From an optimization exercise on the open Yosys and OpenROAD flow, aimed at a short achievable clock period and few clock cycles; shortcuts taken in it are not production practice. RTL that was checked went through simulation tests only; none was proved equivalent to the original. No functional check of the RTL was part of runs 1 and 2. No activity file was given, so power comes from the tool's default toggle rates.

[flow/design.v]
package cache_pkg;
  localparam int DATA_W    = 32;
  localparam int ADDR_W    = 12;
  localparam int INDEX_W   = 4;
  localparam int SETS      = 16;
  localparam int TAG_W     = 8;
  localparam int NUM_PORTS = 2;
  localparam int PORT_W    = 1;
  typedef enum logic [2:0] {
    IDLE,
    CHECK,
    WRITEBACK,
    FETCH,
    FETCH_WAIT
  } ctrl_state_t;
  typedef enum logic {
    OP_READ,
    OP_WRITE
  } mem_op_t;
  typedef struct packed {
    mem_op_t             op;
    logic [ADDR_W-1:0]   addr;
    logic [DATA_W-1:0]   wdata;
  } cache_req_t;
  typedef struct packed {
    logic [DATA_W-1:0]   rdata;
    logic [PORT_W-1:0]   port;
  } cache_resp_t;
  typedef struct packed {
    logic                read;
    logic                write;
    logic [ADDR_W-1:0]   addr;
    logic [DATA_W-1:0]   wdata;
  } mem_req_t;
  typedef struct packed {
    logic                resp;
    logic [DATA_W-1:0]   rdata;
  } mem_resp_t;
endpackage
module l2_lookup (
  input  logic [15:0]  vld0,
  input  logic [15:0]  vld1,
  input  logic [15:0]  dty0,
  input  logic [15:0]  dty1,
  input  logic [15:0]  lru,
  input  logic [127:0] tg0,
  input  logic [127:0] tg1,
  input  logic [15:0]  sel,
  input  logic [7:0]   tag,
  output logic         h0,
  output logic         h1,
  output logic         vw,
  output logic         vwb,
  output logic [7:0]   vtag
);
  logic [15:0] eq0, eq1;
  logic        v0, v1, dd0, dd1, l;
  logic [7:0]  t0, t1;
  always_comb begin
    for (int s = 0; s < 16; s++) begin
      eq0[s] = vld0[s] && (tg0[8*s +: 8] == tag);
      eq1[s] = vld1[s] && (tg1[8*s +: 8] == tag);
    end
  end
  always_comb begin
    h0  = |(eq0 & sel);
    h1  = |(eq1 & sel);
    v0  = |(vld0 & sel);
    v1  = |(vld1 & sel);
    dd0 = |(dty0 & sel);
    dd1 = |(dty1 & sel);
    l   = |(lru & sel);
    t0  = '0;
    t1  = '0;
    for (int s = 0; s < 16; s++) begin
      t0 = t0 | (tg0[8*s +: 8] & {8{sel[s]}});
      t1 = t1 | (tg1[8*s +: 8] & {8{sel[s]}});
    end
  end
  assign vw   = !v0 ? 1'b0 : (!v1 ? 1'b1 : l);
  assign vwb  = vw ? (v1 && dd1) : (v0 && dd0);
  assign vtag = vw ? t1 : t0;
endmodule
module l2_core (
  input  logic        clk,
  input  logic        rst,
  input  logic [1:0]  req_valid,
  input  logic [1:0]  req_write,
  input  logic [23:0] req_addr,
  input  logic [63:0] req_wdata,
  output logic [1:0]  resp_valid,
  output logic [31:0] resp_rdata,
  output logic        resp_port,
  output logic        mem_read,
  output logic        mem_write,
  output logic [11:0] mem_addr,
  output logic [31:0] mem_wdata,
  input  logic        mem_resp,
  input  logic [31:0] mem_rdata
);
  logic [15:0]  vld0, vld1, dty0, dty1, lru;
  logic [127:0] tg0, tg1;
  logic [511:0] dat0, dat1;
  logic [1:0]  o;          
  logic [1:0]  c;          
  logic [11:0] a  [2];
  logic [15:0] aoh [2];    
  logic [1:0]  w;
  logic [31:0] d  [2];
  logic [1:0]  sok;        
  logic [1:0]  k0, k1, kvw, kvwb;
  logic [7:0]  kvtag [2];
  logic [1:0]  hw;         
  logic [1:0]  rdy;        
  logic [1:0]  wbp, rdp;   
  logic [7:0]  wbt [2];
  logic [31:0] wbd [2];
  logic        lastp;      
  logic        ord;        
  logic        cur;        
  logic [1:0]  rv_q;       
  logic [1:0]  frd_q;      
  logic        fsel_q;     
  logic        rp_q;
  logic [31:0] rd_q;
  assign resp_valid = rv_q | (frd_q & {2{mem_resp}});
  assign resp_rdata = fsel_q ? mem_rdata : rd_q;
  assign resp_port  = rp_q;
  logic [1:0]  ih0, ih1, ivw, ivwb, sh0, sh1, svw, svwb;
  logic [7:0]  ivtag [2];
  logic [7:0]  svtag [2];
  for (genvar g = 0; g < 2; g++) begin : g_lk
    l2_lookup lk_in (
      .vld0 (vld0), .vld1 (vld1), .dty0 (dty0), .dty1 (dty1), .lru (lru),
      .tg0  (tg0),  .tg1  (tg1),
      .sel  (16'b1 << req_addr[12*g +: 4]), .tag (req_addr[12*g+4 +: 8]),
      .h0 (ih0[g]), .h1 (ih1[g]), .vw (ivw[g]), .vwb (ivwb[g]), .vtag (ivtag[g])
    );
    l2_lookup lk_slot (
      .vld0 (vld0), .vld1 (vld1), .dty0 (dty0), .dty1 (dty1), .lru (lru),
      .tg0  (tg0),  .tg1  (tg1),
      .sel  (aoh[g]), .tag (a[g][11:4]),
      .h0 (sh0[g]), .h1 (sh1[g]), .vw (svw[g]), .vwb (svwb[g]), .vtag (svtag[g])
    );
  end
  logic [1:0]  arr, unc, hit, way;
  logic [3:0]  idx  [2];
  logic [3:0]  nidx [2];
  logic [31:0] rd0  [2];    
  logic [31:0] rd1  [2];
  logic [31:0] vdat [2];
  logic [31:0] hdat [2];
  logic [31:0] cdat [2];
  logic [1:0]  fill, emit, ready, first, second, pend, com, iss;
  logic [1:0]  dF, dS, dN, dec, wr;
  logic        free, comN, issN, fany;
  logic [31:0] fval;
  logic        fway;
  logic [3:0]  fidx, cidx;
  always_comb begin
    for (int p = 0; p < 2; p++) begin
      arr[p]  = req_valid[p];
      idx[p]  = a[p][3:0];
      nidx[p] = arr[p] ? req_addr[12*p +: 4] : a[p][3:0];
      unc[p]  = o[p] && !c[p];
      hit[p]  = k0[p] || k1[p];
      way[p]  = hit[p] ? k1[p] : kvw[p];
    end
  end
  assign free = !(mem_read || mem_write) || mem_resp;
  always_comb begin
    for (int p = 0; p < 2; p++) begin
      fill[p]   = mem_resp && mem_read && (cur == p[0]);
      emit[p]   = mem_resp && frd_q[p];
      ready[p]  = rdy[p] || fill[p];
      first[p]  = c[p] && (!c[1-p] || ord == p[0]);
      second[p] = c[p] && c[1-p] && ord != p[0];
      pend[p]   = wbp[p] || rdp[p];
    end
    for (int p = 0; p < 2; p++) begin
      com[p] = unc[p] && sok[p] && (c[1-p] || !(lastp == p[0] && unc[1-p]));
    end
    comN = |com;
    cidx = com[1] ? idx[1] : idx[0];
    fany = |fill;
    fway = fill[1] ? hw[1] : hw[0];
    fidx = fill[1] ? idx[1] : idx[0];
    fval = (fill[1] ? w[1] : w[0]) ? (fill[1] ? d[1] : d[0]) : mem_rdata;
    for (int p = 0; p < 2; p++) begin
      rd0[p] = '0;
      rd1[p] = '0;
      for (int s = 0; s < 16; s++) begin
        rd0[p] = rd0[p] | (dat0[32*s +: 32] & {32{aoh[p][s]}});
        rd1[p] = rd1[p] | (dat1[32*s +: 32] & {32{aoh[p][s]}});
      end
      vdat[p] = kvw[p] ? rd1[p] : rd0[p];
      hdat[p] = (fany && fidx == idx[p] && fway == k1[p]) ? fval :
                (k1[p] ? rd1[p] : rd0[p]);
      cdat[p] = (fany && fidx == idx[p] && fway == hw[p]) ? fval :
                (hw[p] ? rd1[p] : rd0[p]);
    end
    for (int p = 0; p < 2; p++) begin
      dF[p] = first[p] && ready[p] && !emit[p];
      dS[p] = second[p] && emit[1-p] && rdy[p];
      dN[p] = com[p] && hit[p] &&
              (!c[1-p] || emit[1-p] ||
               (!ready[1-p] && idx[1-p] != idx[p] && lastp != p[0]));
      dec[p] = dF[p] || dS[p] || dN[p];
      wr[p]  = dec[p] && w[p] && !fill[p];
      iss[p] = free && pend[p] && (first[p] || (second[p] && !pend[1-p]));
    end
    issN = free && comN && !(|(c & pend));
  end
  logic       mr_d, mw_d, cur_d;
  always_comb begin
    mr_d  = mem_read && !mem_resp;
    mw_d  = mem_write && !mem_resp;
    cur_d = cur;
    if (free) begin
      mr_d = 1'b0;
      mw_d = 1'b0;
      if (|iss) begin
        cur_d = iss[1];
        mw_d  = iss[1] ? wbp[1] : wbp[0];
        mr_d  = !mw_d;
      end
      else if (issN) begin
        cur_d = com[1];
        mw_d  = com[1] ? (!hit[1] && kvwb[1]) : (!hit[0] && kvwb[0]);
        mr_d  = com[1] ? (!hit[1] && !kvwb[1]) : (!hit[0] && !kvwb[0]);
      end
    end
  end
  always_ff @(posedge clk) begin
    if (rst) begin
      o         <= '0;
      c         <= '0;
      sok       <= '0;
      rdy       <= '0;
      wbp       <= '0;
      rdp       <= '0;
      lastp     <= 1'b1;
      ord       <= 1'b0;
      rv_q      <= '0;
      frd_q     <= '0;
      mem_read  <= 1'b0;
      mem_write <= 1'b0;
      vld0      <= '0;
      vld1      <= '0;
      dty0      <= '0;
      dty1      <= '0;
      lru       <= '0;
    end
    else begin
      rv_q      <= dec;
      frd_q[0]  <= !(|dec) && mr_d && !cur_d;
      frd_q[1]  <= !(|dec) && mr_d && cur_d;
      mem_read  <= mr_d;
      mem_write <= mw_d;
      for (int p = 0; p < 2; p++) begin
        sok[p] <= !(comN && cidx == nidx[p]);
        if (arr[p]) begin
          o[p] <= 1'b1;
        end
        if (com[p]) begin
          c[p]   <= 1'b1;
          rdy[p] <= hit[p];
          wbp[p] <= !hit[p] && kvwb[p];
          rdp[p] <= !hit[p];
          ord    <= ~p[0];
        end
        if (fill[p]) begin
          rdy[p] <= 1'b1;
        end
      end
      for (int p = 0; p < 2; p++) begin
        if (emit[p]) begin
          o[p]  <= 1'b0;
          c[p]  <= 1'b0;
          rdy[p] <= 1'b0;
          lastp <= p[0];
        end
      end
      for (int p = 0; p < 2; p++) begin
        if (dec[p]) begin
          o[p]  <= 1'b0;
          c[p]  <= 1'b0;
          rdy[p] <= 1'b0;
          lastp <= p[0];
        end
      end
      for (int p = 0; p < 2; p++) begin
        if (com[p]) begin
          lru[idx[p]] <= ~way[p];
          if (hit[p]) begin
            if (w[p]) begin
              if (k1[p]) dty1[idx[p]] <= 1'b1;
              else       dty0[idx[p]] <= 1'b1;
            end
          end
          else begin
            if (kvw[p]) begin
              vld1[idx[p]] <= 1'b1;
              dty1[idx[p]] <= w[p];
            end
            else begin
              vld0[idx[p]] <= 1'b1;
              dty0[idx[p]] <= w[p];
            end
          end
        end
      end
      if (free) begin
        if (|iss) begin
          for (int p = 0; p < 2; p++) begin
            if (iss[p]) begin
              if (wbp[p]) wbp[p] <= 1'b0;
              else        rdp[p] <= 1'b0;
            end
          end
        end
        else if (issN) begin
          for (int p = 0; p < 2; p++) begin
            if (com[p]) begin
              if (kvwb[p]) wbp[p] <= 1'b0;
              else         rdp[p] <= 1'b0;
            end
          end
        end
      end
    end
  end
  always_ff @(posedge clk) begin
    cur <= cur_d;
    for (int p = 0; p < 2; p++) begin
      if (arr[p]) begin
        a[p] <= req_addr[12*p +: 12];
        aoh[p] <= 16'b1 << req_addr[12*p +: 4];
        w[p] <= req_write[p];
        d[p] <= req_wdata[32*p +: 32];
      end
      k0[p]    <= arr[p] ? ih0[p]   : sh0[p];
      k1[p]    <= arr[p] ? ih1[p]   : sh1[p];
      kvw[p]   <= arr[p] ? ivw[p]   : svw[p];
      kvwb[p]  <= arr[p] ? ivwb[p]  : svwb[p];
      kvtag[p] <= arr[p] ? ivtag[p] : svtag[p];
      if (com[p]) begin
        hw[p]  <= way[p];
        wbt[p] <= kvtag[p];
        wbd[p] <= vdat[p];
        if (!hit[p]) begin
          if (kvw[p]) tg1[8*idx[p] +: 8] <= a[p][11:4];
          else        tg0[8*idx[p] +: 8] <= a[p][11:4];
        end
      end
    end
    if (free) begin
      if (|iss) begin
        for (int p = 0; p < 2; p++) begin
          if (iss[p]) begin
            mem_addr  <= wbp[p] ? {wbt[p], idx[p]} : a[p];
            mem_wdata <= wbd[p];
          end
        end
      end
      else begin
        for (int p = 0; p < 2; p++) begin
          if (com[p]) begin
            mem_addr  <= kvwb[p] ? {kvtag[p], idx[p]} : a[p];
            mem_wdata <= vdat[p];
          end
        end
      end
    end
    rp_q   <= cur_d;
    rd_q   <= cur_d ? d[1] : d[0];
    fsel_q <= !(|dec) && !(cur_d ? w[1] : w[0]);
    for (int p = 0; p < 2; p++) begin
      if (dec[p]) begin
        rp_q <= p[0];
        if (w[p])
          rd_q <= d[p];
        else if (dN[p])
          rd_q <= hdat[p];
        else
          rd_q <= fill[p] ? mem_rdata : cdat[p];
      end
    end
    for (int p = 0; p < 2; p++) begin
      if (fill[p]) begin
        if (hw[p]) dat1[32*idx[p] +: 32] <= w[p] ? d[p] : mem_rdata;
        else       dat0[32*idx[p] +: 32] <= w[p] ? d[p] : mem_rdata;
      end
    end
    for (int p = 0; p < 2; p++) begin
      if (wr[p]) begin
        if (dN[p] ? k1[p] : hw[p]) dat1[32*idx[p] +: 32] <= d[p];
        else                       dat0[32*idx[p] +: 32] <= d[p];
      end
    end
  end
endmodule
module l2_top (
  input  logic        clk,
  input  logic        rst,
  input  logic [1:0]  req_valid,
  input  logic [1:0]  req_write,
  input  logic [23:0] req_addr,
  input  logic [63:0] req_wdata,
  output logic [1:0]  resp_valid,
  output logic [31:0] resp_rdata,
  output logic        resp_port,
  output logic        mem_read,
  output logic        mem_write,
  output logic [11:0] mem_addr,
  output logic [31:0] mem_wdata,
  input  logic        mem_resp,
  input  logic [31:0] mem_rdata
);
  l2_core l2_core_i (
    .clk        (clk),
    .rst        (rst),
    .req_valid  (req_valid),
    .req_write  (req_write),
    .req_addr   (req_addr),
    .req_wdata  (req_wdata),
    .resp_valid (resp_valid),
    .resp_rdata (resp_rdata),
    .resp_port  (resp_port),
    .mem_read   (mem_read),
    .mem_write  (mem_write),
    .mem_addr   (mem_addr),
    .mem_wdata  (mem_wdata),
    .mem_resp   (mem_resp),
    .mem_rdata  (mem_rdata)
  );
endmodule
[flow/run.sh]
#!/bin/bash
# synth_recipe.tcl (not shown) runs the flow's synth.tcl, then flattens the netlist and writes it again
# the make line also repeats each setting of config.mk as NAME=value (left out here)
make -C /OpenROAD-flow-scripts/flow DESIGN_CONFIG=/design/flow/config.mk WORK_HOME=/design/flow/orfs CLKGATE_MAP_FILE= SYNTH_SCRIPT=/design/flow/synth_recipe.tcl finish
[flow/config.mk]
export PLATFORM = sky130hd
export DESIGN_NAME = l2_top
export DESIGN_NICKNAME = l2_top
export VERILOG_FILES = /design/flow/design.v
export SDC_FILE = /design/flow/constraint.sdc
export NUM_CORES = 4
export LEC_CHECK = 0
export ABC_CLOCK_PERIOD_IN_PS = 3000
export CAP_MARGIN = 20
export CORE_MARGIN = 2
export CORE_UTILIZATION = 35
export SETUP_SLACK_MARGIN = 2.0
export SLEW_MARGIN = 20
export TNS_END_PERCENT = 10
[flow/constraint.sdc]
create_clock -name core_clock -period 5.0 [get_ports {clk}]
set_input_delay 1.0000 -clock core_clock [delete_from_list [all_inputs] [get_ports {clk}]]
set_output_delay 1.0000 -clock core_clock [all_outputs]
set_load 0.01 [all_outputs]
==> results of run 1 <==
[what timing repair did]
action	4_1_cts
pin swaps	92
resized for setup	608
gates cloned	89
buffers inserted	253
endpoints found under the setup margin	1510
[logic make-up after synthesis]
| family | Yosys count |
|---|---|
| multiplexers | 648 |
| AND/OR/NAND/NOR | 4326 |
| adder cells (fa/ha/maj) | 10 |
| buffers and inverters | 2096 |
| XOR/XNOR | 1049 |
| AO/OA/AOI/OAI | 6054 |
| flip-flops | 1687 |
[layer usage]
metal | track usage, % | overflow
met5 | 41.8 | 0
met3 | 56.7 | 0
met1 | 69.6 | 2
met2 | 72.5 | 1
met4 | 51.1 | 0
[power by group through the flow]
stage / Combinational [mW] / Clock, mW / Sequential (mW)
3_3_place_gp: 23.1 / 0 / 20.5
2_1_floorplan: 12.9 / 0 / 17.6
4_1_cts: 24.1 / 16.8 / 20.1
3_5_place_dp: 23.2 / 0 / 20.5
[worst min-delay path by stage]
stage / start / end / slack [ns] / cells after the start
2_1_floorplan: l2_core_i.kvtag[0][3] / l2_core_i.wbt[0][3] / 0.40 / 0
3_5_place_dp: l2_core_i.kvtag[1][1] / l2_core_i.wbt[1][1] / 0.42 / 0
3_3_place_gp: l2_core_i.kvtag[1][1] / l2_core_i.wbt[1][1] / 0.41 / 0
4_1_cts: l2_core_i.kvtag[1][5] / l2_core_i.wbt[1][5] / 0.43 / 0
==> impl_metrics.env, run 1 <==
export IMPL_yosysTopAreaCell="dfxtp_1"
export IMPL_syn_num_nets=16000
export IMPL_routabilityCongestion=1.17
export IMPL_grt_total_usage_pct=64.5
export IMPL_die_x_um=597
export IMPL_htreeDepth=4
export IMPL_pre_cts_slack_ns=-0.0543
export IMPL_synthXorXnorAreaFrac_pct=7.47
export IMPL_synth_compound_area_share_pct=35.5
export IMPL_synth_adder_area_share_pct=0.102
export IMPL_error_line="[ERROR GRT-0232] Routing congestion too high. Check the congestion heatmap in the GUI."
export IMPL_yosys_top_cells_count="nand2_1, clkbuf_1, dfxtp_1"
export IMPL_ys_types=88
export IMPL_postCtsHoldBufs=0
export IMPL_yosysMostFrequentCell="nand2_1"
export IMPL_ys_ff_latch=1687
export IMPL_synth_main_ff_cell="dfxtp_1"
export IMPL_start_util_pct=35.2
export IMPL_syn_cell_area_sq_um=123000
export IMPL_overflow=3
export IMPL_placed_cell_area_sq_um=138000
export IMPL_port_buffers=207
export IMPL_seq_area_frac_synth_pct=29.4
export IMPL_root_buffer="clkbuf_16"
export IMPL_synthTopCellsByArea="dfxtp_1, edfxtp_1, o22ai_1, nand2_1, clkbuf_1"
export IMPL_synth_top_family_by_area="compound AO/OA/AOI/OAI gates"
export IMPL_synth_top_area_share_pct=23.4
export IMPL_async_reset_ff_share_pct=0
export IMPL_cts_buffers=215
export IMPL_die_y_um=597
export IMPL_dp_cells=19900
export IMPL_grt_max_degree=70
export IMPL_dp_final_hpwl_mm=744
export IMPL_postSynthAreaPerCell_sq_um=7.76
export IMPL_synth_simple_area_share_pct=15.6
export IMPL_lastStage="global routing (5_1_grt)"
export IMPL_muxShareOfSynthArea_pct=5.37
export IMPL_synth_warnings=30
export IMPL_cts_path_max_buffers=4
export IMPL_synth_edff_count=248
export IMPL_synth_cells=15900
export IMPL_rows=217
export IMPL_clock_sinks=1687
export IMPL_status="did not finish"
export IMPL_floorplan_io_pins=208
==> inputs of run 2 (changes only) <==
--- a/flow/design.v
+++ b/flow/design.v
@@ -41,7 +41,7 @@
   input  logic [15:0]  vld0,
   input  logic [15:0]  vld1,
-  input  logic [15:0]  dty0,
-  input  logic [15:0]  dty1,
   input  logic [15:0]  lru,
+  input  logic [15:0]  vd,
+  input  logic [127:0] vt,
   input  logic [127:0] tg0,
   input  logic [127:0] tg1,
@@ -55,6 +55,4 @@
 );
   logic [15:0] eq0, eq1;
-  logic        v0, v1, dd0, dd1, l;
-  logic [7:0]  t0, t1;
   always_comb begin
     for (int s = 0; s < 16; s++) begin
@@ -64,21 +62,13 @@
   end
   always_comb begin
-    h0  = |(eq0 & sel);
-    h1  = |(eq1 & sel);
-    v0  = |(vld0 & sel);
-    v1  = |(vld1 & sel);
-    dd0 = |(dty0 & sel);
-    dd1 = |(dty1 & sel);
-    l   = |(lru & sel);
-    t0  = '0;
-    t1  = '0;
+    h0   = |(eq0 & sel);
+    h1   = |(eq1 & sel);
+    vw   = |(lru & sel);
+    vwb  = |(vd & sel);
+    vtag = '0;
     for (int s = 0; s < 16; s++) begin
-      t0 = t0 | (tg0[8*s +: 8] & {8{sel[s]}});
-      t1 = t1 | (tg1[8*s +: 8] & {8{sel[s]}});
+      vtag = vtag | (vt[8*s +: 8] & {8{sel[s]}});
     end
   end
-  assign vw   = !v0 ? 1'b0 : (!v1 ? 1'b1 : l);
-  assign vwb  = vw ? (v1 && dd1) : (v0 && dd0);
-  assign vtag = vw ? t1 : t0;
 endmodule
 module l2_core (
@@ -100,4 +90,6 @@
 );
   logic [15:0]  vld0, vld1, dty0, dty1, lru;
+  logic [15:0]  vd;        
+  logic [127:0] vt;        
   logic [127:0] tg0, tg1;
   logic [511:0] dat0, dat1;
@@ -132,5 +124,5 @@
   for (genvar g = 0; g < 2; g++) begin : g_lk
     l2_lookup lk_in (
-      .vld0 (vld0), .vld1 (vld1), .dty0 (dty0), .dty1 (dty1), .lru (lru),
+      .vld0 (vld0), .vld1 (vld1), .lru (lru), .vd (vd), .vt (vt),
       .tg0  (tg0),  .tg1  (tg1),
       .sel  (16'b1 << req_addr[12*g +: 4]), .tag (req_addr[12*g+4 +: 8]),
@@ -138,5 +130,5 @@
     );
     l2_lookup lk_slot (
-      .vld0 (vld0), .vld1 (vld1), .dty0 (dty0), .dty1 (dty1), .lru (lru),
+      .vld0 (vld0), .vld1 (vld1), .lru (lru), .vd (vd), .vt (vt),
       .tg0  (tg0),  .tg1  (tg1),
       .sel  (aoh[g]), .tag (a[g][11:4]),
@@ -150,4 +142,6 @@
   logic [31:0] rd1  [2];
   logic [31:0] vdat [2];
+  logic [7:0]  ot   [2];    
+  logic [1:0]  od;          
   logic [31:0] hdat [2];
   logic [31:0] cdat [2];
@@ -195,4 +189,9 @@
       end
       vdat[p] = kvw[p] ? rd1[p] : rd0[p];
+      ot[p] = '0;
+      for (int s = 0; s < 16; s++) begin
+        ot[p] = ot[p] | ((way[p] ? tg0[8*s +: 8] : tg1[8*s +: 8]) & {8{aoh[p][s]}});
+      end
+      od[p] = way[p] ? |(vld0 & dty0 & aoh[p]) : |(vld1 & dty1 & aoh[p]);
       hdat[p] = (fany && fidx == idx[p] && fway == k1[p]) ? fval :
                 (k1[p] ? rd1[p] : rd0[p]);
@@ -251,4 +250,5 @@
       dty1      <= '0;
       lru       <= '0;
+      vd        <= '0;
     end
     else begin
@@ -293,4 +293,5 @@
         if (com[p]) begin
           lru[idx[p]] <= ~way[p];
+          vd[idx[p]]  <= od[p];
           if (hit[p]) begin
             if (w[p]) begin
@@ -349,4 +350,5 @@
         wbt[p] <= kvtag[p];
         wbd[p] <= vdat[p];
+        vt[8*idx[p] +: 8] <= ot[p];
         if (!hit[p]) begin
           if (kvw[p]) tg1[8*idx[p] +: 8] <= a[p][11:4];
==> flow/flow/run.sh (new file) <==
#!/bin/bash
# The standard layout, with stronger buffers on the ports.
set -euo pipefail
bash standard.sh "BUFFER_PORTS_ARGS=-buffer_cell sky130_fd_sc_hd__buf_8" finish > flow_make.log 2>&1
==> flow/standard.sh (new file) <==
#!/bin/bash
# synth_recipe.tcl (not shown) runs the flow's synth.tcl, then flattens the netlist and writes it again
# the make line also repeats each setting of config.mk as NAME=value (left out here)
make -C /OpenROAD-flow-scripts/flow DESIGN_CONFIG=/design/flow/config.mk WORK_HOME=/design/flow/orfs CLKGATE_MAP_FILE= SYNTH_SCRIPT=/design/flow/synth_recipe.tcl "${@:-finish}"
--- a/flow/config.mk
+++ b/flow/config.mk
@@ -9,5 +9,5 @@
 export CAP_MARGIN = 20
 export CORE_MARGIN = 2
-export CORE_UTILIZATION = 35
+export CORE_UTILIZATION = 25
 export SETUP_SLACK_MARGIN = 2.0
 export SLEW_MARGIN = 20
removed: flow/run.sh
==> impl_metrics.env, run 2 <==
export IMPL_ys_ff_latch=1831
export IMPL_clock_sinks=1831
export IMPL_port_buffers=207
export IMPL_ys_types=106
export IMPL_synth_warnings=32
export IMPL_routabilityCongestion=1.13
export IMPL_yosysMostFrequentCell="a22oi_1"
export IMPL_yosysTopAreaCell="dfxtp_1"
export IMPL_syn_num_nets=16400
export IMPL_start_util_pct=25.1
export IMPL_synth_top_area_share_pct=24.4
export IMPL_seq_area_frac_synth_pct=30.2
export IMPL_grt_total_usage_pct=48.1
export IMPL_synth_cells=16300
export IMPL_cts_path_max_buffers=4
export IMPL_yosys_top_cells_count="a22oi_1, o22ai_1, dfxtp_1"
export IMPL_die_y_um=725
export IMPL_status="did not finish"
export IMPL_root_buffer="clkbuf_16"
export IMPL_grt_max_degree=82
export IMPL_lastStage="global routing (5_1_grt)"
export IMPL_error_line="[ERROR GRT-0232] Routing congestion too high. Check the congestion heatmap in the GUI."
export IMPL_syn_cell_area_sq_um=130000
export IMPL_die_x_um=725
export IMPL_overflow=2
export IMPL_htreeDepth=4
export IMPL_cts_buffers=227
export IMPL_async_reset_ff_share_pct=0
export IMPL_floorplan_io_pins=208
export IMPL_synth_main_ff_cell="dfxtp_1"
export IMPL_postCtsHoldBufs=0
export IMPL_postSynthAreaPerCell_sq_um=7.98
export IMPL_synthTopCellsByArea="dfxtp_1, a22oi_1, o22ai_1, edfxtp_1, nand2_1"
export IMPL_synth_edff_count=248
export IMPL_dp_final_hpwl_mm=775
export IMPL_rows=264
==> run 2: cell count changes after synthesis, moves of 285 or more <==
cell      change
a21oi_1     -285
a221oi_1    -381
a22o_1      -359
a22oi_1    +2079
nand2_1     -329
nor2_1      -396
o21ai_0     -450
o221ai_1    -509
o22ai_1     +938
==> run 2: logic make-up after synthesis <==
| group | synth area share, % |
|---|---|
| muxes | 4.58 |
| DFF | 30.2 |
| and+or+nand+nor | 12.8 |
| AOI/OAI and AO/OA | 38.7 |
| adders and majority gates | 0.0964 |
| xor gates and xnor gates | 7.08 |
| buffers and inverters | 6.62 |
==> run 2: worst max path at each step <==
stage	slack (ns)	endpoint
4_1_cts	1.74	resp_rdata[16]
3_5_place_dp	0.58	l2_core_i.rd_q[14]
3_3_place_gp	0.58	l2_core_i.rd_q[14]
2_1_floorplan	1.85	l2_core_i.dat1[394]
==> run 2: power groups by stage <==
| stage | Combinational [mW] | Clock, mW | Sequential, mW |
|---|---|---|---|
| 3_5_place_dp | 24.7 | 0 | 22.1 |
| 3_3_place_gp | 24.5 | 0 | 22.2 |
| 4_1_cts | 25.8 | 18.0 | 21.7 |
| 2_1_floorplan | 14.5 | 0 | 19.5 |
==> run 2: timing repair <==
item                       in CTS
setup endpoints to repair    1616
cloned                         56
resized for setup             494
pin swaps                      68
setup buffers                 224
==> run 2: layer usage <==
metal,overflow,GRT usage (%)
met1,0,49.8
met2,2,55.6
met3,0,39.9
met4,0,46.2
met5,0,23.0
==> run 2: stage by stage <==
| stage | setup slack, ns | instances | total power [mW] | instance area (sq um) |
|---|---|---|---|---|
| floorplan | 1.85 | 16300 | 34.0 | 130000 |
| global placement | 0.584 | 22400 | 46.7 | 146000 |
| detailed placement | 0.577 | 22400 | 46.8 | 146000 |
| CTS | 1.74 | 23100 | 65.5 | 159000 |
==> inputs of run 3 (changes only) <==
--- a/flow/design.v
+++ b/flow/design.v
@@ -72,4 +72,43 @@
   end
 endmodule
+module l2_lookup_m (
+  input  logic [15:0]  vld0,
+  input  logic [15:0]  vld1,
+  input  logic [15:0]  lru,
+  input  logic [15:0]  vd,
+  input  logic [15:0]  dty0,
+  input  logic [15:0]  dty1,
+  input  logic [127:0] vt,
+  input  logic [127:0] tg0,
+  input  logic [127:0] tg1,
+  input  logic [15:0]  sel,
+  input  logic [7:0]   tag,
+  output logic         h0,
+  output logic         h1,
+  output logic         vw,
+  output logic         vwb,
+  output logic [7:0]   vtag,
+  output logic [7:0]   t0,
+  output logic [7:0]   t1,
+  output logic         vd0,
+  output logic         vd1
+);
+  always_comb begin
+    t0   = '0;
+    t1   = '0;
+    vtag = '0;
+    for (int s = 0; s < 16; s++) begin
+      t0   = t0   | (tg0[8*s +: 8] & {8{sel[s]}});
+      t1   = t1   | (tg1[8*s +: 8] & {8{sel[s]}});
+      vtag = vtag | (vt[8*s +: 8]  & {8{sel[s]}});
+    end
+    h0  = |(vld0 & sel) && (t0 == tag);
+    h1  = |(vld1 & sel) && (t1 == tag);
+    vw  = |(lru & sel);
+    vwb = |(vd & sel);
+    vd0 = |(vld0 & dty0 & sel);
+    vd1 = |(vld1 & dty1 & sel);
+  end
+endmodule
 module l2_core (
   input  logic        clk,
@@ -122,4 +161,7 @@
   logic [7:0]  ivtag [2];
   logic [7:0]  svtag [2];
+  logic [7:0]  st0 [2];     
+  logic [7:0]  st1 [2];
+  logic [1:0]  svd0, svd1;
   for (genvar g = 0; g < 2; g++) begin : g_lk
     l2_lookup lk_in (
@@ -129,9 +171,10 @@
       .h0 (ih0[g]), .h1 (ih1[g]), .vw (ivw[g]), .vwb (ivwb[g]), .vtag (ivtag[g])
     );
-    l2_lookup lk_slot (
-      .vld0 (vld0), .vld1 (vld1), .lru (lru), .vd (vd), .vt (vt),
+    l2_lookup_m lk_slot (
+      .vld0 (vld0), .vld1 (vld1), .lru (lru), .vd (vd), .vt (vt), .dty0 (dty0), .dty1 (dty1),
       .tg0  (tg0),  .tg1  (tg1),
       .sel  (aoh[g]), .tag (a[g][11:4]),
-      .h0 (sh0[g]), .h1 (sh1[g]), .vw (svw[g]), .vwb (svwb[g]), .vtag (svtag[g])
+      .h0 (sh0[g]), .h1 (sh1[g]), .vw (svw[g]), .vwb (svwb[g]), .vtag (svtag[g]),
+      .t0 (st0[g]), .t1 (st1[g]), .vd0 (svd0[g]), .vd1 (svd1[g])
     );
   end
@@ -149,4 +192,6 @@
   logic [1:0]  dF, dS, dN, dec, wr;
   logic        free, comN, issN, fany;
+  logic [1:0]  eiss;        
+  logic [1:0]  early;       
   logic [31:0] fval;
   logic        fway;
@@ -189,9 +234,6 @@
       end
       vdat[p] = kvw[p] ? rd1[p] : rd0[p];
-      ot[p] = '0;
-      for (int s = 0; s < 16; s++) begin
-        ot[p] = ot[p] | ((way[p] ? tg0[8*s +: 8] : tg1[8*s +: 8]) & {8{aoh[p][s]}});
-      end
-      od[p] = way[p] ? |(vld0 & dty0 & aoh[p]) : |(vld1 & dty1 & aoh[p]);
+      ot[p] = way[p] ? st0[p] : st1[p];
+      od[p] = way[p] ? svd0[p] : svd1[p];
       hdat[p] = (fany && fidx == idx[p] && fway == k1[p]) ? fval :
                 (k1[p] ? rd1[p] : rd0[p]);
@@ -210,4 +252,8 @@
     end
     issN = free && comN && !(|(c & pend));
+    for (int p = 0; p < 2; p++) begin
+      eiss[p] = arr[p] && !ih0[p] && !ih1[p] && !ivwb[p] && !arr[1-p] && !unc[1-p] &&
+                free && !comN && !(|(c & pend));
+    end
   end
   logic       mr_d, mw_d, cur_d;
@@ -229,4 +275,8 @@
         mr_d  = com[1] ? (!hit[1] && !kvwb[1]) : (!hit[0] && !kvwb[0]);
       end
+      else if (|eiss) begin
+        cur_d = eiss[1];
+        mr_d  = 1'b1;
+      end
     end
   end
@@ -236,4 +286,5 @@
       c         <= '0;
       sok       <= '0;
+      early     <= '0;
       rdy       <= '0;
       wbp       <= '0;
@@ -254,8 +305,9 @@
     else begin
       rv_q      <= dec;
-      frd_q[0]  <= !(|dec) && mr_d && !cur_d;
-      frd_q[1]  <= !(|dec) && mr_d && cur_d;
+      frd_q[0]  <= !(|dec) && mem_read && !mem_resp && !cur;
+      frd_q[1]  <= !(|dec) && mem_read && !mem_resp && cur;
       mem_read  <= mr_d;
       mem_write <= mw_d;
+      early <= eiss;
       for (int p = 0; p < 2; p++) begin
         sok[p] <= !(comN && cidx == nidx[p]);
@@ -267,5 +319,5 @@
           rdy[p] <= hit[p];
           wbp[p] <= !hit[p] && kvwb[p];
-          rdp[p] <= !hit[p];
+          rdp[p] <= !hit[p] && !early[p];
           ord    <= ~p[0];
         end
@@ -291,21 +343,23 @@
       end
       for (int p = 0; p < 2; p++) begin
-        if (com[p]) begin
-          lru[idx[p]] <= ~way[p];
-          vd[idx[p]]  <= od[p];
-          if (hit[p]) begin
-            if (w[p]) begin
-              if (k1[p]) dty1[idx[p]] <= 1'b1;
-              else       dty0[idx[p]] <= 1'b1;
-            end
-          end
-          else begin
-            if (kvw[p]) begin
-              vld1[idx[p]] <= 1'b1;
-              dty1[idx[p]] <= w[p];
+        for (int s = 0; s < 16; s++) begin
+          if (com[p] && aoh[p][s]) begin
+            lru[s] <= ~way[p];
+            vd[s]  <= od[p];
+            if (hit[p]) begin
+              if (w[p]) begin
+                if (k1[p]) dty1[s] <= 1'b1;
+                else       dty0[s] <= 1'b1;
+              end
             end
             else begin
-              vld0[idx[p]] <= 1'b1;
-              dty0[idx[p]] <= w[p];
+              if (kvw[p]) begin
+                vld1[s] <= 1'b1;
+                dty1[s] <= w[p];
+              end
+              else begin
+                vld0[s] <= 1'b1;
+                dty0[s] <= w[p];
+              end
             end
           end
@@ -350,8 +404,12 @@
         wbt[p] <= kvtag[p];
         wbd[p] <= vdat[p];
-        vt[8*idx[p] +: 8] <= ot[p];
-        if (!hit[p]) begin
-          if (kvw[p]) tg1[8*idx[p] +: 8] <= a[p][11:4];
-          else        tg0[8*idx[p] +: 8] <= a[p][11:4];
+        for (int s = 0; s < 16; s++) begin
+          if (aoh[p][s]) begin
+            vt[8*s +: 8] <= ot[p];
+            if (!hit[p]) begin
+              if (kvw[p]) tg1[8*s +: 8] <= a[p][11:4];
+              else        tg0[8*s +: 8] <= a[p][11:4];
+            end
+          end
         end
       end
@@ -366,5 +424,5 @@
         end
       end
-      else begin
+      else if (comN) begin
         for (int p = 0; p < 2; p++) begin
           if (com[p]) begin
@@ -374,8 +432,11 @@
         end
       end
+      else begin
+        mem_addr <= arr[1] ? req_addr[23:12] : req_addr[11:0];
+      end
     end
-    rp_q   <= cur_d;
-    rd_q   <= cur_d ? d[1] : d[0];
-    fsel_q <= !(|dec) && !(cur_d ? w[1] : w[0]);
+    rp_q   <= cur;
+    rd_q   <= cur ? d[1] : d[0];
+    fsel_q <= !(|dec) && !(cur ? w[1] : w[0]);
     for (int p = 0; p < 2; p++) begin
       if (dec[p]) begin
@@ -391,12 +452,20 @@
     for (int p = 0; p < 2; p++) begin
       if (fill[p]) begin
-        if (hw[p]) dat1[32*idx[p] +: 32] <= w[p] ? d[p] : mem_rdata;
-        else       dat0[32*idx[p] +: 32] <= w[p] ? d[p] : mem_rdata;
+        for (int s = 0; s < 16; s++) begin
+          if (aoh[p][s]) begin
+            if (hw[p]) dat1[32*s +: 32] <= w[p] ? d[p] : mem_rdata;
+            else       dat0[32*s +: 32] <= w[p] ? d[p] : mem_rdata;
+          end
+        end
       end
     end
     for (int p = 0; p < 2; p++) begin
       if (wr[p]) begin
-        if (dN[p] ? k1[p] : hw[p]) dat1[32*idx[p] +: 32] <= d[p];
-        else                       dat0[32*idx[p] +: 32] <= d[p];
+        for (int s = 0; s < 16; s++) begin
+          if (aoh[p][s]) begin
+            if (dN[p] ? k1[p] : hw[p]) dat1[32*s +: 32] <= d[p];
+            else                       dat0[32*s +: 32] <= d[p];
+          end
+        end
       end
     end
--- a/flow/config.mk
+++ b/flow/config.mk
@@ -10,4 +10,5 @@
 export CORE_MARGIN = 2
 export CORE_UTILIZATION = 25
+export PLACE_DENSITY = 0.35
 export SETUP_SLACK_MARGIN = 2.0
 export SLEW_MARGIN = 20
==> impl_metrics.env, run 3 <==
export IMPL_start_util_pct=25.1
export IMPL_ys_types=75
export IMPL_die_y_um=714
export IMPL_routabilityCongestion=1.01
export IMPL_fin_crit_sh_pct=69.8
export IMPL_via_per_inst=6.72
export IMPL_intPower_mw=45.1
export IMPL_finClkSkew_ns=0.0653
export IMPL_crit_family="simple AND/OR/NAND/NOR gates"
export IMPL_rsz0062_at_grt="yes"
export IMPL_hold_path_class="input port to flip-flop"
export IMPL_fmax_mhz=287
export IMPL_rows=260
export IMPL_whs_endpoint="l2_core_i.d[0][30]"
export IMPL_clock_sinks=1833
export IMPL_synth_top_area_share_pct=25.2
export IMPL_die_x_um=714
export IMPL_synthTopCellsByArea="dfxtp_1, nand2_1, nor2_1, a22oi_1, edfxtp_1"
export IMPL_tightestPinTransition_ns=1.25
export IMPL_root_buffer="clkbuf_16"
export IMPL_wl_mm=1180
export IMPL_synth_main_ff_cell="dfxtp_1"
export IMPL_power_share_clock_pct=24.4
export IMPL_p_comb_share_pct=37.4
export IMPL_hold_violations=0
export IMPL_wl_per_cell_um=48.7
export IMPL_final_setup_viol_count=0
export IMPL_multi_input_area_sq_um=82200
export IMPL_postSynthAreaPerCell_sq_um=7.20
export IMPL_clk_pin_slew_ns=0.06
export IMPL_vias=163000
export IMPL_min_period_ns=3.49
export IMPL_cts_buffers=245
export IMPL_status="complete, no violations"
export IMPL_r2r_start="l2_core_i.c[1]"
export IMPL_sequentialPowerShare_pct=38.2
export IMPL_seq_area_frac_synth_pct=31.1
export IMPL_slew_viol_final=0
export IMPL_overflow=0
export IMPL_reg2regPathDepth=7
export IMPL_cp_num_buf_inv=1
export IMPL_grt_pass1_vias=142000
export IMPL_register_area_sq_um=39200
export IMPL_syn_num_nets=17600
export IMPL_start_kind="flip-flop"
export IMPL_setup_slack_ns=1.51
export IMPL_relSlewSlack_pct=14.8
export IMPL_yosysMostFrequentCell="nand2_1"
export IMPL_swShare_pct=43.8
export IMPL_cts_tree="yes"
export IMPL_antenna_found_initial=138
export IMPL_syn_cell_area_sq_um=126000
export IMPL_drt_iter0_drc=28600
export IMPL_drive_above_1_share_pct=14.8
export IMPL_yosys_top_cells_count="nand2_1, nor2_1, clkbuf_1"
export IMPL_hp_start="req_wdata[30]"
export IMPL_dp_final_hpwl_mm=722
export IMPL_drc=0
export IMPL_syn_to_final_growth_pct=25.4
export IMPL_floorplan_io_pins=208
export IMPL_postCtsHoldBufs=0
export IMPL_r2r_end="l2_core_i.tg1[79]"
export IMPL_endpoint_kind="flip-flop"
export IMPL_setup_tns_ns=0
export IMPL_arrival_ns=4.33
export IMPL_final_common_cell="nor2_1"
export IMPL_power_density_nw_per_um2=509
export IMPL_crit_chain="nor2b_1, nand3_4, inv_6, and2_1, nand2_1, nor2_1, a21oi_1"
export IMPL_r2r_setup_slack_ns=1.51
export IMPL_layout_nets=17300
export IMPL_grt_total_usage_pct=43.3
export IMPL_htreeDepth=4
export IMPL_critPathMaxFanout=28
export IMPL_port_buffers=207
export IMPL_hold_depth=1
export IMPL_netSwitchingPower_mw=35.2
export IMPL_ant_nets=0
export IMPL_reg_top3="l2_core_i.dat0 x512, l2_core_i.dat1 x512"
export IMPL_fillers=53200
export IMPL_cts_path_max_buffers=4
export IMPL_first_pass_iters=14
export IMPL_worstSetupPathType="flip-flop to flip-flop"
export IMPL_yosysTopAreaCell="dfxtp_1"
export IMPL_ir_drop_mv=0.320
export IMPL_ys_ff_latch=1833
export IMPL_slowest_delay_ns=0.85
export IMPL_grt_first_pass_wirelength_mm=1480
export IMPL_async_reset_ff_share_pct=0
export IMPL_dieArea_sq_um=509000
export IMPL_synth_warnings=35
export IMPL_synth_edff_count=249
export IMPL_critical_path_slowest_cell="nand2_1"
export IMPL_required_ns=5.84
export IMPL_cap_violations=0
export IMPL_pre_cts_slack_ns=0.827
export IMPL_design_core_area_sq_um=501000
export IMPL_leakagePower_nw=57.5
export IMPL_final_cell_mix="nor2_1, nand2_1, dfxtp_1"
export IMPL_synth_cells=17500
export IMPL_grt_max_degree=115
export IMPL_clock_latency_ns=1.08
-- run 3: cell count changes after synthesis, moves of 334 or more --
| cell | previous run | this run |
|---|---|---|
| nand2_1 | 1490 | 2425 |
| a211oi_1 | 211 | 620 |
| o21ai_0 | 393 | 904 |
| a21oi_1 | 345 | 1354 |
| o22ai_1 | 2033 | 54 |
| o21ai_1 | 29 | 466 |
| o211ai_1 | 200 | 534 |
| nor2_1 | 828 | 2405 |
| a22oi_1 | 2512 | 1116 |
| xor2_1 | 581 | 120 |
| o31ai_1 | 2 | 431 |
-- run 3: metrics by stage --
step,instance area (sq um),instances,util [%],total power [mW],hold WS [ns]
floorplan,126000,17500,-,44.5,0.408
global placement,140000,23100,28.0,58.0,0.423
detailed placement,141000,23100,28.0,57.9,0.415
CTS,154000,23900,30.8,77.8,0.0779
global route,158000,24100,31.4,82.8,0.111
finish,158000,24200,31.5,80.3,0.107
-- run 3: kinds of logic (layout without fill, tap and decap cells) --
kind of cell / after synthesis / in the layout / share of synthesized area [%]
xor+xnor: 565 / 565 / 3.93
simple gates: 5813 / 5865 / 19.1
other cells: 0 / 170 / 0
flops: 1833 / 1833 / 31.1
buf+inv: 2198 / 2005 / 6.81
compound gates: 6325 / 6325 / 33.0
mux: 747 / 758 / 6.07
-- run 3: timing repair --
item	CTS	global route
buffers inserted	233	107
gates resized for setup	254	355
gates cloned	85	24
endpoints found under the setup margin	1600	1558
pin swaps	131	51
-- run 3: cell type report --
cell class	count	share of cell area (%)
Clock inverter	102	0.781
Timing Repair inverter	1	0.00396
Multi-Input combinational cell	13500	52.1
Inverter	53	0.138
Antenna cell	170	0.269
Clock buffer	357	4.48
Sequential cell	1833	24.8
Timing Repair Buffer	1492	12.1
Tap cell	6681	5.29
-- run 3: worst max path at each step --
stage	startpoint	endpoint	cells after the start
final	l2_core_i.c[1]	l2_core_i.tg1[79]	7
after global routing	l2_core_i.cur	l2_core_i.dat1[21]	14
after CTS	l2_core_i.fsel_q	resp_rdata[12]	5
after detailed placement	mem_resp	l2_core_i.dat1[450]	10
after global placement	mem_resp	l2_core_i.dat1[475]	11
after floorplan	mem_resp	l2_core_i.dat0[224]	13
-- run 3: per-layer routing --
metal	vias up	part of all wire (%)	wire (um)	global-route usage, %
met5	-	0.059	691	0.509
met1	78800	36	420000	50.0
li1	63300	-	-	-
met2	15200	40	468000	61.2
met4	40	12	137000	40.4
met3	5279	13	153000	16.4
-- run 3: power by group through the flow --
stage	Clock [mW]	Sequential [mW]	Combinational, mW
2_1_floorplan	0	25.5	19.0
3_3_place_gp	0	30.7	27.4
3_5_place_dp	0	30.5	27.4
4_1_cts	19.5	30.1	28.2
5_1_grt	20.0	30.8	32.0
6_report	19.6	30.7	30.0
-- run 3: worst register-to-register path, stage by stage, from the launching register on --
cell and delay, ns:
dfxtp_2 0.40, nor2b_1 0.29, nand3_4 0.16, inv_6 0.38
and2_1 0.82, nand2_1 0.85, nor2_1 0.33, a21oi_1 0.06
Testbench counts of run 3, summed over its fixed seeds: cycles 50,600.
==> inputs of run 4 (changes only) <==
--- a/flow/design.v
+++ b/flow/design.v
@@ -194,5 +194,6 @@
   logic [1:0]  eiss;        
   logic [1:0]  early;       
-  logic [31:0] fval;
+  logic [31:0] fval, hval;
+  logic [15:0] fwe0, fwe1, hwe0, hwe1;
   logic        fway;
   logic [3:0]  fidx, cidx;
@@ -252,4 +253,13 @@
     end
     issN = free && comN && !(|(c & pend));
+    hval = wr[1] ? d[1] : d[0];
+    for (int s = 0; s < 16; s++) begin
+      fwe0[s] = (fill[0] && aoh[0][s] && !hw[0]) || (fill[1] && aoh[1][s] && !hw[1]);
+      fwe1[s] = (fill[0] && aoh[0][s] &&  hw[0]) || (fill[1] && aoh[1][s] &&  hw[1]);
+      hwe0[s] = (wr[0] && aoh[0][s] && !(dN[0] ? k1[0] : hw[0])) ||
+                (wr[1] && aoh[1][s] && !(dN[1] ? k1[1] : hw[1]));
+      hwe1[s] = (wr[0] && aoh[0][s] &&  (dN[0] ? k1[0] : hw[0])) ||
+                (wr[1] && aoh[1][s] &&  (dN[1] ? k1[1] : hw[1]));
+    end
     for (int p = 0; p < 2; p++) begin
       eiss[p] = arr[p] && !ih0[p] && !ih1[p] && !ivwb[p] && !arr[1-p] && !unc[1-p] &&
@@ -263,19 +273,16 @@
     cur_d = cur;
     if (free) begin
-      mr_d = 1'b0;
-      mw_d = 1'b0;
+      cur_d = (|iss) ? iss[1] : (comN ? com[1] : arr[1]);
       if (|iss) begin
-        cur_d = iss[1];
-        mw_d  = iss[1] ? wbp[1] : wbp[0];
-        mr_d  = !mw_d;
-      end
-      else if (issN) begin
-        cur_d = com[1];
-        mw_d  = com[1] ? (!hit[1] && kvwb[1]) : (!hit[0] && kvwb[0]);
-        mr_d  = com[1] ? (!hit[1] && !kvwb[1]) : (!hit[0] && !kvwb[0]);
-      end
-      else if (|eiss) begin
-        cur_d = eiss[1];
-        mr_d  = 1'b1;
+        mw_d = iss[1] ? wbp[1] : wbp[0];
+        mr_d = !mw_d;
+      end
+      else if (comN) begin
+        mw_d = com[1] ? (!hit[1] && kvwb[1]) : (!hit[0] && kvwb[0]);
+        mr_d = com[1] ? (!hit[1] && !kvwb[1]) : (!hit[0] && !kvwb[0]);
+      end
+      else begin
+        mw_d = 1'b0;
+        mr_d = |eiss;
       end
     end
@@ -450,23 +457,9 @@
       end
     end
-    for (int p = 0; p < 2; p++) begin
-      if (fill[p]) begin
-        for (int s = 0; s < 16; s++) begin
-          if (aoh[p][s]) begin
-            if (hw[p]) dat1[32*s +: 32] <= w[p] ? d[p] : mem_rdata;
-            else       dat0[32*s +: 32] <= w[p] ? d[p] : mem_rdata;
-          end
-        end
-      end
-    end
-    for (int p = 0; p < 2; p++) begin
-      if (wr[p]) begin
-        for (int s = 0; s < 16; s++) begin
-          if (aoh[p][s]) begin
-            if (dN[p] ? k1[p] : hw[p]) dat1[32*s +: 32] <= d[p];
-            else                       dat0[32*s +: 32] <= d[p];
-          end
-        end
-      end
+    for (int s = 0; s < 16; s++) begin
+      if (fwe0[s]) dat0[32*s +: 32] <= fval;
+      if (fwe1[s]) dat1[32*s +: 32] <= fval;
+      if (hwe0[s]) dat0[32*s +: 32] <= hval;
+      if (hwe1[s]) dat1[32*s +: 32] <= hval;
     end
   end
==> impl_metrics.env, run 4 <==
export IMPL_floorplan_io_pins=208
export IMPL_status="complete, no violations"
export IMPL_dp_cells=15400
export IMPL_finClkSkew_ns=0.110
export IMPL_finalNonFillerCells=16000
export IMPL_clock_sinks=1833
export IMPL_slew_viol_final=0
export IMPL_first_pass_iters=9
export IMPL_dieArea_sq_um=434000
export IMPL_syn_cell_area_sq_um=107000
export IMPL_tightestPinTransition_ns=1.30
export IMPL_relSlewSlack_pct=12.6
export IMPL_antenna_found_initial=54
export IMPL_drt_iter0_drc=16000
export IMPL_yosys_top_cells_count="mux2i_1, edfxtp_1, clkbuf_1"
export IMPL_synth_warnings=35
export IMPL_postSynthAreaPerCell_sq_um=10.8
export IMPL_power_density_nw_per_um2=410
export IMPL_grt_pass1_vias=97200
export IMPL_clk_pin_slew_ns=0.06
export IMPL_ant_nets=0
export IMPL_crit_top_cell="o211ai_1"
export IMPL_grt_max_degree=69
export IMPL_synthTopCellsByArea="edfxtp_1, mux2i_1, dfxtp_1, a221oi_1, a22o_1"
export IMPL_endpoint_kind="flip-flop"
export IMPL_min_period_ns=3.59
export IMPL_postCtsHoldBufs=0
export IMPL_root_buffer="clkbuf_16"
export IMPL_power_total_mw=54.3
export IMPL_clock_latency_ns=1.06
export IMPL_placed_cell_area_sq_um=121000
export IMPL_port_buffers=207
export IMPL_hold_depth=1
export IMPL_syn_num_nets=10100
export IMPL_critPathMaxFanout=68
export IMPL_reg2regPathDepth=8
export IMPL_top_layer="met5"
export IMPL_cts_buffers=229
export IMPL_async_reset_ff_share_pct=0
export IMPL_rsz0062_at_grt="yes"
export IMPL_required_ns=5.86
export IMPL_met3_length_mm=72.1
export IMPL_htreeDepth=4
export IMPL_fillers=43300
export IMPL_final_util_pct=31.0
export IMPL_yosysMostFrequentCell="mux2i_1"
export IMPL_final_common_cell="mux2i_1"
export IMPL_seq_area_frac_synth_pct=46.1
export IMPL_synth_main_ff_cell="edfxtp_1"
export IMPL_start_util_pct=25.1
export IMPL_synth_top_area_share_pct=35.7
export IMPL_layout_nets=10200
export IMPL_via_per_inst=6.46
export IMPL_crit_chain="buf_12, a22o_1, a221oi_1, nand4_1, mux2i_1, o21ai_0, o211ai_1, o211ai_1"
export IMPL_wl_met2_mm=339
export IMPL_slowest_delay_ns=0.93
export IMPL_ys_types=85
export IMPL_rows=240
export IMPL_fmax_mhz=279
export IMPL_leakagePower_nw=48.9
export IMPL_cp_num_buf_inv=1
export IMPL_synth_edff_count=1273
export IMPL_syn_to_final_growth_pct=23.6
export IMPL_synth_cells=9951
export IMPL_fin_crit_sh_pct=71.8
export IMPL_design_core_area_sq_um=427000
export IMPL_overflow=0
export IMPL_ir_drop_mv=0.313
export IMPL_final_cell_mix="mux2i_1, edfxtp_1, a221oi_1"
export IMPL_critical_path_slowest_cell="nand4_1"
export IMPL_crit_family="compound AO/OA/AOI/OAI gates"
export IMPL_start_kind="flip-flop"
export IMPL_wl_per_cell_um=48.7
export IMPL_cap_violations=0
export IMPL_cts_path_max_buffers=4
export IMPL_drc=0
export IMPL_die_y_um=659
export IMPL_routabilityCongestion=0.960
export IMPL_fin_area_sq_um=132000
export IMPL_drive_above_1_share_pct=18.5
export IMPL_cts_tree="yes"
export IMPL_hold_path_class="input port to flip-flop"
export IMPL_wl_mm=780
export IMPL_final_setup_viol_count=0
export IMPL_hold_violations=0
export IMPL_reg_top3="l2_core_i.dat0 x512, l2_core_i.dat1 x512"
export IMPL_ys_ff_latch=1833
export IMPL_dp_final_hpwl_mm=484
export IMPL_worst_path_stages=8
export IMPL_setup_tns_ns=0
export IMPL_worstSetupPathType="flip-flop to flip-flop"
export IMPL_grt_total_usage_pct=33.9
export IMPL_die_x_um=659
export IMPL_yosysTopAreaCell="edfxtp_1"
export IMPL_vias=104000
export IMPL_wl_met1_mm=291
export IMPL_grt_first_pass_wirelength_mm=991
export IMPL_arrival_ns=4.45
## run 4: cell types whose count changed after synthesis, moves of 463 or more
cell,delta
o21ai_0,-792
a211oi_1,-529
o21ai_1,-463
o211ai_1,-468
edfxtp_1,+1024
nand2_1,-1948
a22oi_1,-725
dfxtp_1,-1024
nor2_1,-1734
clkbuf_1,-916
mux2i_1,+835
a21oi_1,-933
## run 4: through the flow
step / hold slack, ns / setup WS (ns)
final: 0.138 / 1.41
after detailed placement: 0.423 / 0.578
after global placement: 0.416 / 0.371
after CTS: 0.102 / 1.63
after floorplan: 0.408 / 1.46
after global routing: 0.136 / 1.58
## run 4: final timing paths
| kind | end | slack (ns) | from |
|---|---|---|---|
| worst max register to register | l2_core_i.rd_q[12] | 1.41 | l2_core_i.aoh[0][10] |
| worst min register to register | l2_core_i.wbt[1][4] | 0.44 | l2_core_i.kvtag[1][4] |
| worst min-delay path | l2_core_i.d[0][6] | 0.14 | req_wdata[6] |
| worst max-delay path | l2_core_i.rd_q[12] | 1.41 | l2_core_i.aoh[0][10] |
## run 4: worst register-to-register path, cell delays in order, from the launching register on
cell and delay [ns]:
edfxtp_1 0.44, buf_12 0.28, a22o_1 0.63, a221oi_1 0.38, nand4_1 0.93, mux2i_1 0.48
o21ai_0 0.12, o211ai_1 0.11, o211ai_1 0.13
## run 4: area by class of cell
| class | count | area (sq um) | area share (%) |
|---|---|---|---|
| tap | 5687 | 7120 | 5.37 |
| multi-input combinational | 6948 | 54700 | 41.3 |
| antenna | 30 | 75.1 | 0.0567 |
| timing repair buffer | 1060 | 13400 | 10.1 |
| sequential | 1833 | 49500 | 37.3 |
| inverter | 49 | 191 | 0.145 |
| clock buffer | 296 | 6340 | 4.79 |
| clock inverter | 129 | 1190 | 0.900 |
## run 4: repair_timing
item,CTS,global route
setup buffers,107,56
gates cloned,22,36
setup endpoints to repair,2701,2600
gates resized for setup,108,109
pin swaps,24,26
## run 4: logic make-up (layout without fill, tap and decap cells)
kind of cell           count (synthesis)  after routing  share of synthesized area, %
AO/OA/AOI/OAI                       2863           2870                          20.9
XOR/XNOR                             565            565                          4.62
buffers and inverters               1188           1534                          4.91
flip-flops                          1833           1833                          46.1
multiplexers                        1561           1561                          14.7
other                                  0             30                             0
AND/OR/NAND/NOR                     1941           1952                          8.72
## run 4: power by group
group | internal, mW | leakage, nW | switching, mW | total (mW)
Combinational | 5.71 | 29.2 | 8.33 | 14.0
Sequential | 18.5 | 16.0 | 4.17 | 22.7
Clock | 9.93 | 3.68 | 7.66 | 17.6
Total | 34.2 | 48.9 | 20.2 | 54.3
## run 4: metal layers
| metal | vias up | GRT usage, % |
|---|---|---|
| li1 | 39700 | - |
| met1 | 53400 | 41.0 |
| met2 | 8188 | 52.2 |
| met3 | 2344 | 7.54 |
| met4 | 20 | 26.5 |
| met5 | - | 0.0887 |
Testbench counts of run 4, summed over its fixed seeds: cycles 50,600.
==> inputs of run 5 (changes only) <==
--- a/flow/config.mk
+++ b/flow/config.mk
@@ -13,3 +13,3 @@
 export SETUP_SLACK_MARGIN = 2.0
 export SLEW_MARGIN = 20
-export TNS_END_PERCENT = 10
+export TNS_END_PERCENT = 5
==> impl_metrics.env, run 5 <==
export IMPL_status="complete, no violations"
export IMPL_r2r_setup_slack_ns=1.27
export IMPL_netSwitchingPower_mw=20.2
export IMPL_slowest_delay_ns=0.82
export IMPL_synthTopCellsByArea="edfxtp_1, mux2i_1, dfxtp_1, a221oi_1, a22o_1"
export IMPL_rows=240
export IMPL_fin_crit_sh_pct=74.6
export IMPL_seq_area_frac_synth_pct=46.1
export IMPL_crit_family="flip-flops"
export IMPL_ys_types=85
export IMPL_fmax_mhz=268
export IMPL_leakagePower_nw=49.4
export IMPL_synth_edff_count=1273
export IMPL_setup_slack_ns=1.27
export IMPL_grt_pass1_vias=98400
export IMPL_arrival_ns=4.53
export IMPL_fin_area_sq_um=134000
export IMPL_synth_main_ff_cell="edfxtp_1"
export IMPL_drive_above_1_share_pct=18.8
export IMPL_wl_per_cell_um=48.6
export IMPL_drc=0
export IMPL_start_kind="flip-flop"
export IMPL_cts_path_max_buffers=4
export IMPL_synth_top_area_share_pct=35.7
export IMPL_overflow=0
export IMPL_dieArea_sq_um=434000
export IMPL_p_comb_share_pct=25.8
export IMPL_reg2regPathDepth=8
export IMPL_clock_sinks=1833
export IMPL_drt_iter0_drc=15500
export IMPL_die_y_um=659
export IMPL_yosysMostFrequentCell="mux2i_1"
export IMPL_required_ns=5.80
export IMPL_final_setup_viol_count=0
export IMPL_ir_drop_mv=0.290
export IMPL_cts_tree="yes"
export IMPL_syn_cell_area_sq_um=107000
export IMPL_wl_mm=781
export IMPL_hold_violations=0
export IMPL_worstSetupPathType="flip-flop to flip-flop"
export IMPL_clk_pin_slew_ns=0.06
export IMPL_wl_met2_mm=338
export IMPL_clock_latency_ns=1.06
export IMPL_pre_cts_slack_ns=0.544
export IMPL_htreeDepth=4
export IMPL_power_density_nw_per_um2=411
export IMPL_tightestPinTransition_ns=1.27
export IMPL_grt_max_degree=72
export IMPL_async_reset_ff_share_pct=0
export IMPL_relSlewSlack_pct=15.5
export IMPL_yosysTopAreaCell="edfxtp_1"
export IMPL_die_x_um=659
export IMPL_ys_ff_latch=1833
export IMPL_dp_final_hpwl_mm=493
export IMPL_postSynthAreaPerCell_sq_um=10.8
export IMPL_r2r_end="l2_core_i.rd_q[25]"
export IMPL_design_core_area_sq_um=427000
export IMPL_antenna_found_initial=57
export IMPL_hold_path_class="input port to flip-flop"
export IMPL_syn_to_final_growth_pct=24.8
export IMPL_final_common_cell="mux2i_1"
export IMPL_routabilityCongestion=0.963
export IMPL_placed_cell_area_sq_um=121000
export IMPL_cp_num_buf_inv=2
export IMPL_port_buffers=207
export IMPL_wl_met1_mm=287
export IMPL_root_buffer="clkbuf_16"
export IMPL_first_pass_iters=8
export IMPL_intPower_mw=34.8
export IMPL_grt_first_pass_wirelength_mm=1000
export IMPL_final_cell_mix="mux2i_1, edfxtp_1, a221oi_1"
export IMPL_met3_length_mm=70.2
export IMPL_cap_violations=0
export IMPL_slew_viol_final=0
export IMPL_min_period_ns=3.73
export IMPL_hp_start="req_wdata[40]"
export IMPL_swShare_pct=36.7
export IMPL_synth_cells=9951
export IMPL_layout_nets=10300
export IMPL_grt_total_usage_pct=34.4
export IMPL_setup_tns_ns=0
export IMPL_synth_warnings=35
export IMPL_reg_top3="l2_core_i.dat0 x512, l2_core_i.dat1 x512"
export IMPL_critical_path_slowest_cell="edfxtp_1"
export IMPL_rsz0062_at_grt="yes"
export IMPL_endpoint_kind="flip-flop"
export IMPL_start_util_pct=25.1
export IMPL_vias=103000
export IMPL_whs_endpoint="l2_core_i.d[1][8]"
export IMPL_power_total_mw=55.0
export IMPL_cts_buffers=226
export IMPL_yosys_top_cells_count="mux2i_1, edfxtp_1, clkbuf_1"
export IMPL_top_layer="met5"
export IMPL_floorplan_io_pins=208
export IMPL_finClkSkew_ns=0.0997
export IMPL_sequentialPowerShare_pct=41.3
export IMPL_crit_chain="buf_4, buf_4, a221oi_1, nand4_1, mux2i_1, o21ai_0, o211ai_1, o211ai_1"
export IMPL_syn_num_nets=10100
export IMPL_hold_depth=1
export IMPL_via_per_inst=6.42
export IMPL_r2r_start="l2_core_i.aoh[0][2]"
export IMPL_power_share_clock_pct=32.9
export IMPL_ant_nets=0
export IMPL_critPathMaxFanout=12
-- run 5: changes by cell type in the layout (fill, tap and decap cells not counted), sizes merged --
cell / before / now
mux2: 96 / 97
inv: 58 / 52
a221o: 23 / 16
and3: 42 / 41
bufinv: 20 / 33
diode: 30 / 26
clkinvlp: 13 / 19
clkbuf: 323 / 310
bufbuf: 5 / 8
nand2: 488 / 482
buf: 1028 / 1102
clkinv: 87 / 74
-- run 5: layer usage --
| metal | track usage, % | up-vias |
|---|---|---|
| met4 | 30.4 | 28 |
| li1 | - | 39800 |
| met1 | 40.5 | 52800 |
| met3 | 7.65 | 2520 |
| met2 | 52.6 | 8046 |
| met5 | 0.0887 | - |
-- run 5: cell type report --
cell class	instances	area (sq um)
fill	43300	293000
multi-input combinational	6935	54400
sequential	1833	49500
timing repair buffer	1132	14600
tap	5687	7120
clock buffer	288	6210
clock inverter	129	1600
inverter	49	199
antenna	26	65.1
-- run 5: power by group through the flow --
stage | Clock [mW] | Sequential [mW] | Combinational [mW]
after floorplan | 0 | 20.6 | 7.96
after global placement | 0 | 22.9 | 12.9
after detailed placement | 0 | 22.9 | 13.1
after CTS | 18.3 | 22.5 | 13.6
after global routing | 18.8 | 22.7 | 14.7
final | 18.1 | 22.7 | 14.2
-- run 5: timing repair --
| action | in CTS | in global routing |
|---|---|---|
| endpoints found under the setup margin | 2642 | 2649 |
| buffers inserted | 113 | 42 |
| gates resized for setup | 179 | 89 |
| hold buffers | 0 | 0 |
| cloned | 52 | 21 |
| pin swaps | 23 | 21 |
| hold endpoints to repair | 0 | 0 |
-- run 5: worst max path at each step --
stage                              from  slack (ns)             endpoint  depth (start not counted)
floorplan                      mem_resp        1.46  l2_core_i.dat1[256]                         11
global placement           req_addr[13]        0.29   l2_core_i.mem_read                          8
detailed placement          req_addr[1]        0.54   l2_core_i.mem_read                          9
CTS                 l2_core_i.aoh[0][5]        1.50     l2_core_i.vt[85]                          7
global route          l2_core_i.a[0][3]        1.47  l2_core_i.dat0[433]                         13
finish              l2_core_i.aoh[0][2]        1.27   l2_core_i.rd_q[25]                          8
-- run 5: kinds of logic after synthesis --
family          Yosys count  share of synthesized area, %
compound gates         2863                          20.9
simple gates           1941                          8.72
flops                  1833                          46.1
mux                    1561                          14.7
buf+inv                1188                          4.91
xor+xnor                565                          4.62
-- run 5: per-stage QoR --
stage / utilization, % / cells / hold slack, ns
after floorplan: - / 9951 / 0.408
after global placement: 28.3 / 15400 / 0.416
after detailed placement: 28.3 / 15400 / 0.417
after CTS: 31.0 / 16000 / 0.0974
after global routing: 31.3 / 16100 / 0.116
final: 31.3 / 16100 / 0.111

## afterwards: timing with drivers on the ports
How much do the figures lean on ideal ports? The routed layouts below were timed once more, with nothing changed but the port constraints.
Step 1 (the two cells are an assumption about what drives the block):
set clk [get_ports {clk}]
set_driving_cell -lib_cell sky130_fd_sc_hd__clkbuf_16 $clk
set_driving_cell -lib_cell sky130_fd_sc_hd__buf_2 [delete_from_list [all_inputs] $clk]
Step 2, shift: input delay + t, output delay - t, t = (earliest + latest rising clock arrival at the registers) / 2. This alone moves slack from input paths to output paths.
a / b / c = no drivers / after step 1 / after step 2; a / b = the first two.
| run | shift t [ns] | setup slack, ns | worst setup path at the end | clock arrival spread, ns | slew at the worst register clock pin (ns) |
|---|---|---|---|---|---|
| run 3 | 1.171 | 1.510 / 1.464 / 0.730 | input to register | 0.087 / 0.087 | 0.08 / 0.08 |
| run 4 | 1.116 | 1.412 / 1.412 / 0.429 | input to register | 0.136 / 0.136 | 0.07 / 0.07 |
| run 5 | 1.101 | 1.272 / 1.272 / 0.464 | input to register | 0.118 / 0.117 | 0.07 / 0.07 |
After both steps every run listed still meets setup and hold. For run 4, which loses most, drivers alone change the setup slack by 0.000 ns; drivers and shift together by -0.983 ns.
